This is an optimization exercise on Yosys and OpenROAD, whose aim is small area, not a production implementation. Function was checked by simulation only, so behaviour that the tests miss may differ from the original.

==> delta <==
==> flow/design.v <==
module cva6_rvfi_trace_fifo #(
    parameter  int unsigned NrCommitPorts = 2,
    parameter  int unsigned RecordWidth   = 256,
    parameter  int unsigned Depth         = 8,
    parameter  int unsigned DropCntWidth  = 16,
    localparam int unsigned PortW         = (NrCommitPorts > 1) ? $clog2(NrCommitPorts) : 1,
    localparam int unsigned LevelW        = $clog2(Depth) + 1
) (
    input  logic                                 clk_i,
    input  logic                                 rst_i,
    input  logic [NrCommitPorts-1:0]             commit_valid_i,
    input  logic [NrCommitPorts*RecordWidth-1:0] commit_record_i,
    input  logic                                 clear_i,
    output logic                                 trace_valid_o,
    input  logic                                 trace_ready_i,
    output logic [RecordWidth-1:0]               trace_record_o,
    output logic [63:0]                          trace_order_o,
    output logic [PortW-1:0]                     trace_port_o,
    output logic [LevelW-1:0]                    level_o,
    output logic                                 overflow_o,
    output logic [DropCntWidth-1:0]              drop_cnt_o
);
    localparam int unsigned PtrW = $clog2(Depth);
    logic [RecordWidth-1:0]  mem_rec   [Depth];
    logic [63:0]             mem_order [Depth];
    logic                    mem_port  [Depth];
    logic                    mem_second[Depth];
    logic [PtrW-1:0]         wr_ptr_q;
    logic [PtrW-1:0]         rd_ptr_q;
    logic [LevelW-1:0]       level_q;
    logic [63:0]             order_cnt_q;
    logic                    overflow_q;
    logic [DropCntWidth-1:0] drop_cnt_q;
    logic                    popped_q;    
    logic                    v0, v1;
    logic [1:0]              n_valid;
    logic                    push, drop, pop;
    logic [LevelW-1:0]       free_slots;
    logic [DropCntWidth-1:0] drop_base;
    logic [DropCntWidth:0]   drop_sum;
    assign v0      = commit_valid_i[0];
    assign v1      = commit_valid_i[1];
    assign n_valid = {v0 & v1, v0 ^ v1};
    assign free_slots = LevelW'(Depth) - level_q;
    assign push       = (n_valid != '0) && (free_slots >= LevelW'(n_valid));
    assign drop       = (n_valid != '0) && !(free_slots >= LevelW'(n_valid));
    assign pop        = trace_valid_o && trace_ready_i;
    assign drop_base  = clear_i ? '0 : drop_cnt_q;
    assign drop_sum   = {1'b0, drop_base} + (DropCntWidth + 1)'(n_valid);
    logic                    wr_odd;
    logic                    even_sel0, odd_sel0;
    logic [RecordWidth-1:0]  even_rec, odd_rec;
    assign wr_odd    = wr_ptr_q[0];
    assign even_sel0 = !wr_odd && v0;
    assign odd_sel0  =  wr_odd && v0;
    assign even_rec  = even_sel0 ? commit_record_i[0 +: RecordWidth]
                                 : commit_record_i[RecordWidth +: RecordWidth];
    assign odd_rec   = odd_sel0  ? commit_record_i[0 +: RecordWidth]
                                 : commit_record_i[RecordWidth +: RecordWidth];
    logic [PtrW-1:0]         wr_ptr_p1;
    logic [Depth-1:0]        we;
    assign wr_ptr_p1 = wr_ptr_q + PtrW'(1);
    always_comb begin
        for (int s = 0; s < Depth; s++) begin
            we[s] = push && ((PtrW'(s) == wr_ptr_q) ||
                             (n_valid[1] && (PtrW'(s) == wr_ptr_p1)));
        end
    end
    always_ff @(posedge clk_i) begin
        if (rst_i) begin
            wr_ptr_q    <= '0;
            rd_ptr_q    <= '0;
            level_q     <= '0;
            order_cnt_q <= '0;
            overflow_q  <= 1'b0;
            drop_cnt_q  <= '0;
            popped_q    <= 1'b0;
        end else begin
            if (push) begin
                wr_ptr_q <= wr_ptr_q + PtrW'(n_valid);
            end
            if (pop) begin
                rd_ptr_q <= rd_ptr_q + PtrW'(1);
                popped_q <= 1'b1;
            end
            level_q <= level_q + (push ? LevelW'(n_valid) : '0) - LevelW'(pop);
            order_cnt_q <= order_cnt_q + 64'(n_valid);
            if (drop) begin
                overflow_q <= 1'b1;
                drop_cnt_q <= drop_sum[DropCntWidth] ? '1 : drop_sum[DropCntWidth-1:0];
            end else if (clear_i) begin
                overflow_q <= 1'b0;
                drop_cnt_q <= '0;
            end
        end
    end
    for (genvar s = 0; s < Depth; s++) begin : g_slot
        always_ff @(posedge clk_i) begin
            if (we[s] && !rst_i) begin
                if (s % 2 == 0) begin
                    mem_rec[s]    <= even_rec;
                    mem_port[s]   <= !even_sel0;
                    mem_second[s] <= wr_odd;
                end else begin
                    mem_rec[s]    <= odd_rec;
                    mem_port[s]   <= !odd_sel0;
                    mem_second[s] <= !wr_odd;
                end
                mem_order[s] <= order_cnt_q;
            end
        end
    end
    logic [PtrW-1:0]         disp_ptr;
    logic [Depth-1:0]        disp_sel;
    assign disp_ptr = trace_valid_o ? rd_ptr_q : (rd_ptr_q - PtrW'(1));
    always_comb begin
        for (int s = 0; s < Depth; s++) begin
            disp_sel[s] = (trace_valid_o || popped_q) && (PtrW'(s) == disp_ptr);
        end
    end
    logic [RecordWidth-1:0]  out_rec;
    logic [63:0]             out_order;
    logic                    out_port;
    logic                    out_second;
    always_comb begin
        out_rec    = '0;
        out_order  = '0;
        out_port   = 1'b0;
        out_second = 1'b0;
        for (int s = 0; s < Depth; s++) begin
            out_rec    = out_rec    | ({RecordWidth{disp_sel[s]}} & mem_rec[s]);
            out_order  = out_order  | ({64{disp_sel[s]}} & mem_order[s]);
            out_port   = out_port   | (disp_sel[s] & mem_port[s]);
            out_second = out_second | (disp_sel[s] & mem_second[s]);
        end
    end
    assign trace_valid_o  = (level_q != '0);
    assign trace_record_o = out_rec;
    assign trace_order_o  = out_order + 64'(out_second);
    assign trace_port_o   = PortW'(out_port);
    assign level_o        = level_q;
    assign overflow_o     = overflow_q;
    assign drop_cnt_o     = drop_cnt_q;
endmodule
==> flow/run.sh <==
#!/bin/bash
# synth_recipe.tcl (not shown) runs the flow's synth.tcl, then flattens the netlist and writes it again
# the make line also repeats each setting of config.mk as NAME=value (left out here)
make -C /OpenROAD-flow-scripts/flow DESIGN_CONFIG=/design/flow/config.mk WORK_HOME=/design/flow/orfs CLKGATE_MAP_FILE= SYNTH_SCRIPT=/design/flow/synth_recipe.tcl finish
==> flow/config.mk <==
export PLATFORM = sky130hd
export DESIGN_NAME = cva6_rvfi_trace_fifo
export DESIGN_NICKNAME = cva6_rvfi_trace_fifo
export VERILOG_FILES = /design/flow/design.v
export SDC_FILE = /design/flow/constraint.sdc
export NUM_CORES = 4
export LEC_CHECK = 0
export CAP_MARGIN = 20
export CORE_MARGIN = 2
export CORE_UTILIZATION = 40
export SLEW_MARGIN = 20
==> flow/constraint.sdc <==
create_clock -name core_clock -period 6.0 [get_ports {clk_i}]
set_input_delay 1.2000 -clock core_clock [delete_from_list [all_inputs] [get_ports {clk_i}]]
set_output_delay 1.2000 -clock core_clock [all_outputs]
set_load 0.01 [all_outputs]
==> tundra: changes against delta <==
--- a/flow/design.v
+++ b/flow/design.v
@@ -25,5 +25,4 @@
     logic [63:0]             mem_order [Depth];
     logic                    mem_port  [Depth];
-    logic                    mem_second[Depth];
     logic [PtrW-1:0]         wr_ptr_q;
     logic [PtrW-1:0]         rd_ptr_q;
@@ -33,4 +32,5 @@
     logic [DropCntWidth-1:0] drop_cnt_q;
     logic                    popped_q;    
+    logic [Depth-1:0]        disp_sel_q;  
     logic                    v0, v1;
     logic [1:0]              n_valid;
@@ -58,4 +58,8 @@
     assign odd_rec   = odd_sel0  ? commit_record_i[0 +: RecordWidth]
                                  : commit_record_i[RecordWidth +: RecordWidth];
+    logic [63:0]             order_p1, even_order, odd_order;
+    assign order_p1   = order_cnt_q + 64'd1;
+    assign even_order = wr_odd ? order_p1 : order_cnt_q;
+    assign odd_order  = wr_odd ? order_cnt_q : order_p1;
     logic [PtrW-1:0]         wr_ptr_p1;
     logic [Depth-1:0]        we;
@@ -65,4 +69,19 @@
             we[s] = push && ((PtrW'(s) == wr_ptr_q) ||
                              (n_valid[1] && (PtrW'(s) == wr_ptr_p1)));
+        end
+    end
+    logic [PtrW-1:0]         wr_ptr_d, rd_ptr_d;
+    logic [LevelW-1:0]       level_d;
+    logic                    popped_d;
+    logic [PtrW-1:0]         disp_ptr_d;
+    logic [Depth-1:0]        disp_sel_d;
+    always_comb begin
+        wr_ptr_d = push ? wr_ptr_q + PtrW'(n_valid) : wr_ptr_q;
+        rd_ptr_d = pop  ? rd_ptr_q + PtrW'(1)       : rd_ptr_q;
+        level_d  = level_q + (push ? LevelW'(n_valid) : '0) - LevelW'(pop);
+        popped_d = popped_q || pop;
+        disp_ptr_d = (level_d != '0) ? rd_ptr_d : (rd_ptr_d - PtrW'(1));
+        for (int s = 0; s < Depth; s++) begin
+            disp_sel_d[s] = ((level_d != '0) || popped_d) && (PtrW'(s) == disp_ptr_d);
         end
     end
@@ -76,13 +95,11 @@
             drop_cnt_q  <= '0;
             popped_q    <= 1'b0;
+            disp_sel_q  <= '0;
         end else begin
-            if (push) begin
-                wr_ptr_q <= wr_ptr_q + PtrW'(n_valid);
-            end
-            if (pop) begin
-                rd_ptr_q <= rd_ptr_q + PtrW'(1);
-                popped_q <= 1'b1;
-            end
-            level_q <= level_q + (push ? LevelW'(n_valid) : '0) - LevelW'(pop);
+            wr_ptr_q   <= wr_ptr_d;
+            rd_ptr_q   <= rd_ptr_d;
+            level_q    <= level_d;
+            popped_q   <= popped_d;
+            disp_sel_q <= disp_sel_d;
             order_cnt_q <= order_cnt_q + 64'(n_valid);
             if (drop) begin
@@ -99,22 +116,13 @@
             if (we[s] && !rst_i) begin
                 if (s % 2 == 0) begin
-                    mem_rec[s]    <= even_rec;
-                    mem_port[s]   <= !even_sel0;
-                    mem_second[s] <= wr_odd;
+                    mem_rec[s]   <= even_rec;
+                    mem_order[s] <= even_order;
+                    mem_port[s]  <= !even_sel0;
                 end else begin
-                    mem_rec[s]    <= odd_rec;
-                    mem_port[s]   <= !odd_sel0;
-                    mem_second[s] <= !wr_odd;
+                    mem_rec[s]   <= odd_rec;
+                    mem_order[s] <= odd_order;
+                    mem_port[s]  <= !odd_sel0;
                 end
-                mem_order[s] <= order_cnt_q;
             end
-        end
-    end
-    logic [PtrW-1:0]         disp_ptr;
-    logic [Depth-1:0]        disp_sel;
-    assign disp_ptr = trace_valid_o ? rd_ptr_q : (rd_ptr_q - PtrW'(1));
-    always_comb begin
-        for (int s = 0; s < Depth; s++) begin
-            disp_sel[s] = (trace_valid_o || popped_q) && (PtrW'(s) == disp_ptr);
         end
     end
@@ -122,20 +130,17 @@
     logic [63:0]             out_order;
     logic                    out_port;
-    logic                    out_second;
     always_comb begin
-        out_rec    = '0;
-        out_order  = '0;
-        out_port   = 1'b0;
-        out_second = 1'b0;
+        out_rec   = '0;
+        out_order = '0;
+        out_port  = 1'b0;
         for (int s = 0; s < Depth; s++) begin
-            out_rec    = out_rec    | ({RecordWidth{disp_sel[s]}} & mem_rec[s]);
-            out_order  = out_order  | ({64{disp_sel[s]}} & mem_order[s]);
-            out_port   = out_port   | (disp_sel[s] & mem_port[s]);
-            out_second = out_second | (disp_sel[s] & mem_second[s]);
+            out_rec   = out_rec   | ({RecordWidth{disp_sel_q[s]}} & mem_rec[s]);
+            out_order = out_order | ({64{disp_sel_q[s]}} & mem_order[s]);
+            out_port  = out_port  | (disp_sel_q[s] & mem_port[s]);
         end
     end
     assign trace_valid_o  = (level_q != '0);
     assign trace_record_o = out_rec;
-    assign trace_order_o  = out_order + 64'(out_second);
+    assign trace_order_o  = out_order;
     assign trace_port_o   = PortW'(out_port);
     assign level_o        = level_q;
==> flow/flow/run.sh (new file) <==
#!/bin/bash
# The standard ORFS layout (standard.sh) with three changes:
#  - synthesis: the standard synthesis script, but ABC maps the logic
#    between registers with its area mapper (flow/synth_amap.tcl, flow/amap.script);
#    registers, their names and cell types are unchanged
#  - ports are buffered with sky130_fd_sc_hd__buf_1 instead of the tool's default pick
#  - clock tree: clkbuf_8 only, sink clusters of at most 16 sinks and 50 um, no dummy loads
# make's full output goes to run_make.log; each ORFS step logs under orfs/logs/.
set -euo pipefail
W=$(pwd)
CTS="-sink_clustering_enable -repair_clock_nets -dont_use_dummy_load -sink_clustering_size 16 -sink_clustering_max_diameter 50 -buf_list {sky130_fd_sc_hd__clkbuf_8}"
bash standard.sh \
  "SYNTH_SCRIPT=$W/flow/synth_amap.tcl" \
  "BUFFER_PORTS_ARGS=-buffer_cell sky130_fd_sc_hd__buf_1" \
  "CTS_ARGS=$CTS" \
  finish > run_make.log 2>&1
==> flow/flow/amap.script (new file) <==
strash
dch -f
amap
topo
==> flow/flow/synth_amap.tcl (new file) <==
# The standard synthesis script (synth_recipe.tcl), except that ABC maps the
# logic between registers with its area mapper (amap.script beside this file).
# Registers, their names and cell types are those of the standard synthesis:
# everything up to and including flip-flop mapping is unchanged.
proc synth {args} { yosys synth -nofsm -noshare {*}$args }
set ::amap_script [file join [file dirname [file normalize [info script]]] amap.script]
proc abc {args} {
  set i [lsearch -exact $args -script]
  if { $i >= 0 } { lset args [expr {$i + 1}] $::amap_script }
  yosys abc {*}$args
}
source $::env(SCRIPTS_DIR)/synth.tcl
# left out here: clear keep_hierarchy, flatten, clean up, hide names made inside functions, write 1_2_yosys.v
==> flow/standard.sh (new file) <==
#!/bin/bash
# synth_recipe.tcl (not shown) runs the flow's synth.tcl, then flattens the netlist and writes it again
# the make line also repeats each setting of config.mk as NAME=value (left out here)
make -C /OpenROAD-flow-scripts/flow DESIGN_CONFIG=/design/flow/config.mk WORK_HOME=/design/flow/orfs CLKGATE_MAP_FILE= SYNTH_SCRIPT=/design/flow/synth_recipe.tcl "${@:-finish}"
--- a/flow/config.mk
+++ b/flow/config.mk
@@ -8,4 +8,4 @@
 export CAP_MARGIN = 20
 export CORE_MARGIN = 2
-export CORE_UTILIZATION = 40
+export CORE_UTILIZATION = 75
 export SLEW_MARGIN = 20
removed: flow/run.sh
==> sierra: changes against delta <==
--- a/flow/design.v
+++ b/flow/design.v
@@ -25,5 +25,4 @@
     logic [63:0]             mem_order [Depth];
     logic                    mem_port  [Depth];
-    logic                    mem_second[Depth];
     logic [PtrW-1:0]         wr_ptr_q;
     logic [PtrW-1:0]         rd_ptr_q;
@@ -33,4 +32,5 @@
     logic [DropCntWidth-1:0] drop_cnt_q;
     logic                    popped_q;    
+    logic [Depth-1:0]        disp_sel_q;  
     logic                    v0, v1;
     logic [1:0]              n_valid;
@@ -58,4 +58,8 @@
     assign odd_rec   = odd_sel0  ? commit_record_i[0 +: RecordWidth]
                                  : commit_record_i[RecordWidth +: RecordWidth];
+    logic [63:0]             order_p1, even_order, odd_order;
+    assign order_p1   = order_cnt_q + 64'd1;
+    assign even_order = wr_odd ? order_p1 : order_cnt_q;
+    assign odd_order  = wr_odd ? order_cnt_q : order_p1;
     logic [PtrW-1:0]         wr_ptr_p1;
     logic [Depth-1:0]        we;
@@ -65,4 +69,19 @@
             we[s] = push && ((PtrW'(s) == wr_ptr_q) ||
                              (n_valid[1] && (PtrW'(s) == wr_ptr_p1)));
+        end
+    end
+    logic [PtrW-1:0]         wr_ptr_d, rd_ptr_d;
+    logic [LevelW-1:0]       level_d;
+    logic                    popped_d;
+    logic [PtrW-1:0]         disp_ptr_d;
+    logic [Depth-1:0]        disp_sel_d;
+    always_comb begin
+        wr_ptr_d = push ? wr_ptr_q + PtrW'(n_valid) : wr_ptr_q;
+        rd_ptr_d = pop  ? rd_ptr_q + PtrW'(1)       : rd_ptr_q;
+        level_d  = level_q + (push ? LevelW'(n_valid) : '0) - LevelW'(pop);
+        popped_d = popped_q || pop;
+        disp_ptr_d = (level_d != '0) ? rd_ptr_d : (rd_ptr_d - PtrW'(1));
+        for (int s = 0; s < Depth; s++) begin
+            disp_sel_d[s] = ((level_d != '0) || popped_d) && (PtrW'(s) == disp_ptr_d);
         end
     end
@@ -76,13 +95,11 @@
             drop_cnt_q  <= '0;
             popped_q    <= 1'b0;
+            disp_sel_q  <= '0;
         end else begin
-            if (push) begin
-                wr_ptr_q <= wr_ptr_q + PtrW'(n_valid);
-            end
-            if (pop) begin
-                rd_ptr_q <= rd_ptr_q + PtrW'(1);
-                popped_q <= 1'b1;
-            end
-            level_q <= level_q + (push ? LevelW'(n_valid) : '0) - LevelW'(pop);
+            wr_ptr_q   <= wr_ptr_d;
+            rd_ptr_q   <= rd_ptr_d;
+            level_q    <= level_d;
+            popped_q   <= popped_d;
+            disp_sel_q <= disp_sel_d;
             order_cnt_q <= order_cnt_q + 64'(n_valid);
             if (drop) begin
@@ -99,22 +116,13 @@
             if (we[s] && !rst_i) begin
                 if (s % 2 == 0) begin
-                    mem_rec[s]    <= even_rec;
-                    mem_port[s]   <= !even_sel0;
-                    mem_second[s] <= wr_odd;
+                    mem_rec[s]   <= even_rec;
+                    mem_order[s] <= even_order;
+                    mem_port[s]  <= !even_sel0;
                 end else begin
-                    mem_rec[s]    <= odd_rec;
-                    mem_port[s]   <= !odd_sel0;
-                    mem_second[s] <= !wr_odd;
+                    mem_rec[s]   <= odd_rec;
+                    mem_order[s] <= odd_order;
+                    mem_port[s]  <= !odd_sel0;
                 end
-                mem_order[s] <= order_cnt_q;
             end
-        end
-    end
-    logic [PtrW-1:0]         disp_ptr;
-    logic [Depth-1:0]        disp_sel;
-    assign disp_ptr = trace_valid_o ? rd_ptr_q : (rd_ptr_q - PtrW'(1));
-    always_comb begin
-        for (int s = 0; s < Depth; s++) begin
-            disp_sel[s] = (trace_valid_o || popped_q) && (PtrW'(s) == disp_ptr);
         end
     end
@@ -122,20 +130,17 @@
     logic [63:0]             out_order;
     logic                    out_port;
-    logic                    out_second;
     always_comb begin
-        out_rec    = '0;
-        out_order  = '0;
-        out_port   = 1'b0;
-        out_second = 1'b0;
+        out_rec   = '0;
+        out_order = '0;
+        out_port  = 1'b0;
         for (int s = 0; s < Depth; s++) begin
-            out_rec    = out_rec    | ({RecordWidth{disp_sel[s]}} & mem_rec[s]);
-            out_order  = out_order  | ({64{disp_sel[s]}} & mem_order[s]);
-            out_port   = out_port   | (disp_sel[s] & mem_port[s]);
-            out_second = out_second | (disp_sel[s] & mem_second[s]);
+            out_rec   = out_rec   | ({RecordWidth{disp_sel_q[s]}} & mem_rec[s]);
+            out_order = out_order | ({64{disp_sel_q[s]}} & mem_order[s]);
+            out_port  = out_port  | (disp_sel_q[s] & mem_port[s]);
         end
     end
     assign trace_valid_o  = (level_q != '0);
     assign trace_record_o = out_rec;
-    assign trace_order_o  = out_order + 64'(out_second);
+    assign trace_order_o  = out_order;
     assign trace_port_o   = PortW'(out_port);
     assign level_o        = level_q;
--- a/flow/config.mk
+++ b/flow/config.mk
@@ -8,4 +8,4 @@
 export CAP_MARGIN = 20
 export CORE_MARGIN = 2
-export CORE_UTILIZATION = 40
+export CORE_UTILIZATION = 65
 export SLEW_MARGIN = 20
==> summary of the runs <==
Of tundra and delta, delta has the higher register-to-register slack (gap 0.54 ns). Between tundra and delta, the lower critical path depth is in tundra (gap 14). Non-clock buffer count, highest first: delta, sierra, tundra. The highest worst setup slack belongs to tundra, the lowest to delta. In tundra the first-iteration DRC count is higher than in delta, by 75%. delta ran to the end with violations: setup timing. sierra produced a clean layout. tundra went through all stages and came out clean. In tundra the final area is smaller than in delta, by 19%.

## re-timing with driven ports
Ports are ideal in the flow. The routed layouts listed here were re-timed in OpenROAD. Step 1 (the two cells are an assumption about what drives the block):
set clk [get_ports {clk_i}]
set_driving_cell -lib_cell sky130_fd_sc_hd__clkbuf_16 $clk
set_driving_cell -lib_cell sky130_fd_sc_hd__buf_2 [delete_from_list [all_inputs] $clk]
Step 2 also shifts input and output timing later by t, the mid clock arrival at the registers, as if the neighbouring blocks saw the same clock. a / b / c = ideal ports / drivers / drivers and shift; a / b = the first two.
| run | t (ns) | slack for setup (ns) | worst setup path at the end | slew at the worst register clock pin (ns) |
|---|---|---|---|---|
| delta | 1.008 | -0.010 / -0.115 / 0.464 | input to register | 0.07 / 0.07 |
| tundra | 1.034 | 1.395 / 1.304 / 0.517 | input to register | 0.11 / 0.11 |
| sierra | 0.966 | 1.132 / 1.039 / 0.386 | input to register | 0.07 / 0.07 |
The setup slack of tundra, which loses most, moves by -0.091 ns with the drivers and by -0.878 ns with both steps.
